From an optimization exercise on the open Yosys and OpenROAD flow, aimed at small area, a short achievable clock period and few clock cycles per item; shortcuts taken in it are not production practice. In this exercise RTL edits were held to simulation tests only and were not proved equivalent to the original. Power and IR drop assume default switching activity.

==> module sfu_stream, before the edit <==
module sfu_stream #(
  parameter int LANES      = 16,
  parameter int IN_W       = 8,
  parameter int DATA_W     = 16,
  parameter int FRAC_SHIFT = 4,
  parameter int CNT_W      = 16
) (
  input  logic                    clk,
  input  logic                    rst_n,
  input  logic                    in_valid,
  output logic                    in_ready,
  input  logic [LANES*IN_W-1:0]   in_q,
  input  logic [LANES-1:0]        in_obm,
  input  logic [LANES*DATA_W-1:0] in_odelta,
  input  logic [LANES-1:0]        in_sign,
  input  logic [LANES*DATA_W-1:0] in_xprev,
  input  logic                    in_last,
  input  logic                    cfg_relu_en,
  output logic                    out_valid,
  input  logic                    out_ready,
  output logic [LANES*DATA_W-1:0] out_x,
  output logic [LANES*DATA_W-1:0] out_relu,
  output logic [LANES-1:0]        out_ovf,
  output logic [LANES-1:0]        out_sat,
  output logic                    out_last,
  output logic                    tile_done,
  input  logic                    stat_clr,
  output logic [CNT_W-1:0]        stat_outliers,
  output logic [CNT_W-1:0]        stat_err,
  output logic [CNT_W-1:0]        stat_sat
);
  localparam int XW = LANES * DATA_W;
  localparam int HW = LANES / 2;                  
  localparam int HC = $clog2(HW + 1);             
  localparam logic [IN_W-1:0] SENTINEL = {1'b1, {(IN_W-1){1'b0}}};
  logic             inFire, outFire;
  logic             valid_q, seen_q, fresh_q, counted_q, last_q, tileDone_q;
  logic [XW-1:0]    sum_q, relu_q;
  logic [LANES-1:0] ovf_q, sat_q, obm_q, errBits;
  logic [HC-1:0]    outlLo_q, outlHi_q, errLo_q, errHi_q, satLo_q, satHi_q;
  logic [CNT_W-1:0] statOutliers_q, statErr_q, statSat_q;
  logic [XW-1:0]    sum_d, relu_d, x_o;
  logic [LANES-1:0] ovf_d, sat_d;
  function automatic logic [3:0] popcount8(input logic [7:0] v);
    logic [1:0] a0, a1, a2, a3;
    logic [2:0] b0, b1;
    a0 = 2'(v[0]) + 2'(v[1]);
    a1 = 2'(v[2]) + 2'(v[3]);
    a2 = 2'(v[4]) + 2'(v[5]);
    a3 = 2'(v[6]) + 2'(v[7]);
    b0 = 3'(a0) + 3'(a1);
    b1 = 3'(a2) + 3'(a3);
    popcount8 = 4'(b0) + 4'(b1);
  endfunction
  function automatic logic [CNT_W-1:0] satAdd(input logic [CNT_W-1:0] a, input logic [HC-1:0] b,
                                              input logic [HC-1:0] c);
    logic [CNT_W:0] s;
    s = {1'b0, a} + (CNT_W+1)'(b) + (CNT_W+1)'(c);
    satAdd = s[CNT_W] ? '1 : s[CNT_W-1:0];
  endfunction
  function automatic logic [DATA_W:0] addPrefix(input logic [DATA_W-1:0] a, input logic [DATA_W-1:0] b);
    logic [DATA_W-1:0] g, p, t, ng, np;
    logic [DATA_W:0]   s;
    int j;
    g = a & b;
    p = a ^ b;
    t = p;
    for (int l = 0; l < $clog2(DATA_W); l++) begin
      ng = g;
      np = p;
      for (int i = 0; i < DATA_W; i++)
        if ((i >> l) & 1) begin
          j = ((i >> l) << l) - 1;
          ng[i] = g[i] | (p[i] & g[j]);
          np[i] = p[i] & p[j];
        end
      g = ng;
      p = np;
    end
    s[0] = t[0];
    for (int i = 1; i < DATA_W; i++) s[i] = t[i] ^ g[i-1];
    s[DATA_W] = a[DATA_W-1] ^ b[DATA_W-1] ^ g[DATA_W-1];
    addPrefix = s;
  endfunction
  assign outFire  = valid_q & out_ready & (seen_q | in_valid);
  assign in_ready = ~valid_q | out_ready;
  assign inFire   = in_valid & in_ready;
  always_comb begin
    logic [IN_W-1:0]   q;
    logic [DATA_W-1:0] xp, d;
    logic [DATA_W:0]   wide;
    logic              pass;
    sum_d  = '0;
    relu_d = '0;
    ovf_d  = '0;
    sat_d  = '0;
    for (int i = 0; i < LANES; i++) begin
      q    = in_q[i*IN_W +: IN_W];
      xp   = in_xprev[i*DATA_W +: DATA_W];
      ovf_d[i] = (q == SENTINEL);
      if (in_obm[i])     d = in_odelta[i*DATA_W +: DATA_W];
      else if (ovf_d[i]) d = '0;
      else               d = DATA_W'($signed(q)) << FRAC_SHIFT;
      pass = ~cfg_relu_en | in_sign[i];
      wide = addPrefix(xp, d);
      sat_d[i] = pass & (wide[DATA_W] ^ wide[DATA_W-1]);
      relu_d[i*DATA_W +: DATA_W] = pass ? d : '0;
      sum_d[i*DATA_W +: DATA_W]  = pass ? wide[DATA_W-1:0] : xp;
    end
  end
  always_comb begin
    logic [DATA_W-1:0] s;
    for (int i = 0; i < LANES; i++) begin
      s = sum_q[i*DATA_W +: DATA_W];
      x_o[i*DATA_W +: DATA_W] = sat_q[i] ? {~s[DATA_W-1], {(DATA_W-1){s[DATA_W-1]}}} : s;
    end
  end
  always_ff @(posedge clk) begin
    if (inFire) begin
      sum_q     <= sum_d;
      relu_q    <= relu_d;
      ovf_q     <= ovf_d;
      sat_q     <= sat_d;
      last_q    <= in_last;
      obm_q     <= in_obm;
    end
  end
  assign errBits = ovf_q & ~obm_q;
  always_ff @(posedge clk) begin
    outlLo_q <= popcount8(obm_q[HW-1:0]);
    outlHi_q <= popcount8(obm_q[LANES-1:HW]);
    errLo_q  <= popcount8(errBits[HW-1:0]);
    errHi_q  <= popcount8(errBits[LANES-1:HW]);
    satLo_q  <= popcount8(sat_q[HW-1:0]);
    satHi_q  <= popcount8(sat_q[LANES-1:HW]);
  end
  always_ff @(posedge clk or negedge rst_n) begin
    if (!rst_n) begin
      valid_q    <= 1'b0;
      seen_q     <= 1'b0;
      fresh_q    <= 1'b0;
      counted_q  <= 1'b0;
      tileDone_q <= 1'b0;
    end else begin
      valid_q    <= inFire | (valid_q & ~outFire);
      seen_q     <= valid_q & ~outFire;
      fresh_q    <= inFire;
      counted_q  <= fresh_q;
      tileDone_q <= outFire & last_q;
    end
  end
  always_ff @(posedge clk or negedge rst_n) begin
    if (!rst_n) begin
      statOutliers_q <= '0;
      statErr_q      <= '0;
      statSat_q      <= '0;
    end else if (stat_clr) begin
      statOutliers_q <= '0;
      statErr_q      <= '0;
      statSat_q      <= '0;
    end else if (counted_q) begin
      statOutliers_q <= satAdd(statOutliers_q, outlLo_q, outlHi_q);
      statErr_q      <= satAdd(statErr_q, errLo_q, errHi_q);
      statSat_q      <= satAdd(statSat_q, satLo_q, satHi_q);
    end
  end
  assign out_valid     = valid_q & (seen_q | in_valid);
  assign out_x         = x_o;
  assign out_relu      = relu_q;
  assign out_ovf       = ovf_q;
  assign out_sat       = sat_q;
  assign out_last      = last_q;
  assign tile_done     = tileDone_q;
  assign stat_outliers = statOutliers_q;
  assign stat_err      = statErr_q;
  assign stat_sat      = statSat_q;
endmodule
export LEC_CHECK = 0
export CAP_MARGIN = 20
export CORE_AREA = 5 5 365 365
export DIE_AREA = 0 0 370 370
export SETUP_SLACK_MARGIN = 4.3
export SLEW_MARGIN = 20
create_clock -name core_clock -period 8.0 [get_ports {clk}]
standard.sh (not shown) runs the stock make flow with config.mk's settings and CLKGATE_MAP_FILE= SYNTH_SCRIPT=/design/flow/synth_recipe.tcl, a recipe that flattens the netlist after the stock synthesis.
==> flow/flow/run.sh <==
#!/bin/bash
# The standard layout, with each port buffered by a minimum-size buffer (buf_1) instead of the
# delay buffer buffer_ports picks by default; timing repair still resizes any that need it.
set -euo pipefail
export BUFFER_PORTS_ARGS="-buffer_cell sky130_fd_sc_hd__buf_1"
bash standard.sh > standard.log 2>&1
The first run passed the timing, design-rule and antenna checks.
Testbench counts at the start, summed over its fixed seeds: cycles 9,632, items 9,600.
Rerun with:
--- a/flow/design.v
+++ b/flow/design.v
@@ -84,13 +84,13 @@
   endfunction
   assign outFire  = valid_q & out_ready & (seen_q | in_valid);
   assign in_ready = ~valid_q | out_ready;
   assign inFire   = in_valid & in_ready;
   always_comb begin
     logic [IN_W-1:0]   q;
-    logic [DATA_W-1:0] xp, d;
+    logic [DATA_W-1:0] xp, d, r;
     logic [DATA_W:0]   wide;
     logic              pass;
     sum_d  = '0;
     relu_d = '0;
     ovf_d  = '0;
     sat_d  = '0;
@@ -99,16 +99,17 @@
       xp   = in_xprev[i*DATA_W +: DATA_W];
       ovf_d[i] = (q == SENTINEL);
       if (in_obm[i])     d = in_odelta[i*DATA_W +: DATA_W];
       else if (ovf_d[i]) d = '0;
       else               d = DATA_W'($signed(q)) << FRAC_SHIFT;
       pass = ~cfg_relu_en | in_sign[i];
-      wide = addPrefix(xp, d);
-      sat_d[i] = pass & (wide[DATA_W] ^ wide[DATA_W-1]);
-      relu_d[i*DATA_W +: DATA_W] = pass ? d : '0;
-      sum_d[i*DATA_W +: DATA_W]  = pass ? wide[DATA_W-1:0] : xp;
+      r    = pass ? d : '0;
+      wide = addPrefix(xp, r);
+      sat_d[i] = wide[DATA_W] ^ wide[DATA_W-1];
+      relu_d[i*DATA_W +: DATA_W] = r;
+      sum_d[i*DATA_W +: DATA_W]  = wide[DATA_W-1:0];
     end
   end
   always_comb begin
     logic [DATA_W-1:0] s;
     for (int i = 0; i < LANES; i++) begin
       s = sum_q[i*DATA_W +: DATA_W];
Result:
- flip-flop and latch count does not change
- wire length went down by 1.8%
- area after synthesis fell by 8.3%
- non-clock buffer count went up by 57
- power went up by 1.5%
- design area goes down by 3.7%
- fmax goes down by 4.7%
- setup slack is worse by 0.18 ns
- cell count goes down by 8.7%
- clock skew came out lower by 0.019 ns
- global-route usage drops by 0.68 points
- die area stays the same
Testbench counts after the change, summed over its fixed seeds: cycles 9,632, items 9,600.

[afterwards: timing with drivers on the ports]
How much do the figures lean on ideal ports? The routed layouts below were timed once more, with nothing changed but the port constraints. Step 1 sets driving cells, clkbuf_16 on the clock port and buf_2 on the other inputs (assumed; they add their load-dependent delay and slew). Step 2 also shifts input and output timing later by t, the mid clock arrival at the registers, as if the neighbouring blocks saw the same clock. Three values: ideal ports, drivers, drivers and shift; two values: the first two.
| run | shift t [ns] | setup slack, ns | worst slew at a driven data input, ns |
|---|---|---|---|
| the first run | 0.734 | 4.323 / 4.290 / 3.557 | 0.20 |
| the second run | 0.734 | 4.143 / 4.142 / 3.408 | 0.24 |
After both steps every run listed still meets setup and hold. For the first run, which loses most, drivers alone change the setup slack by -0.033 ns; drivers and shift together by -0.766 ns.
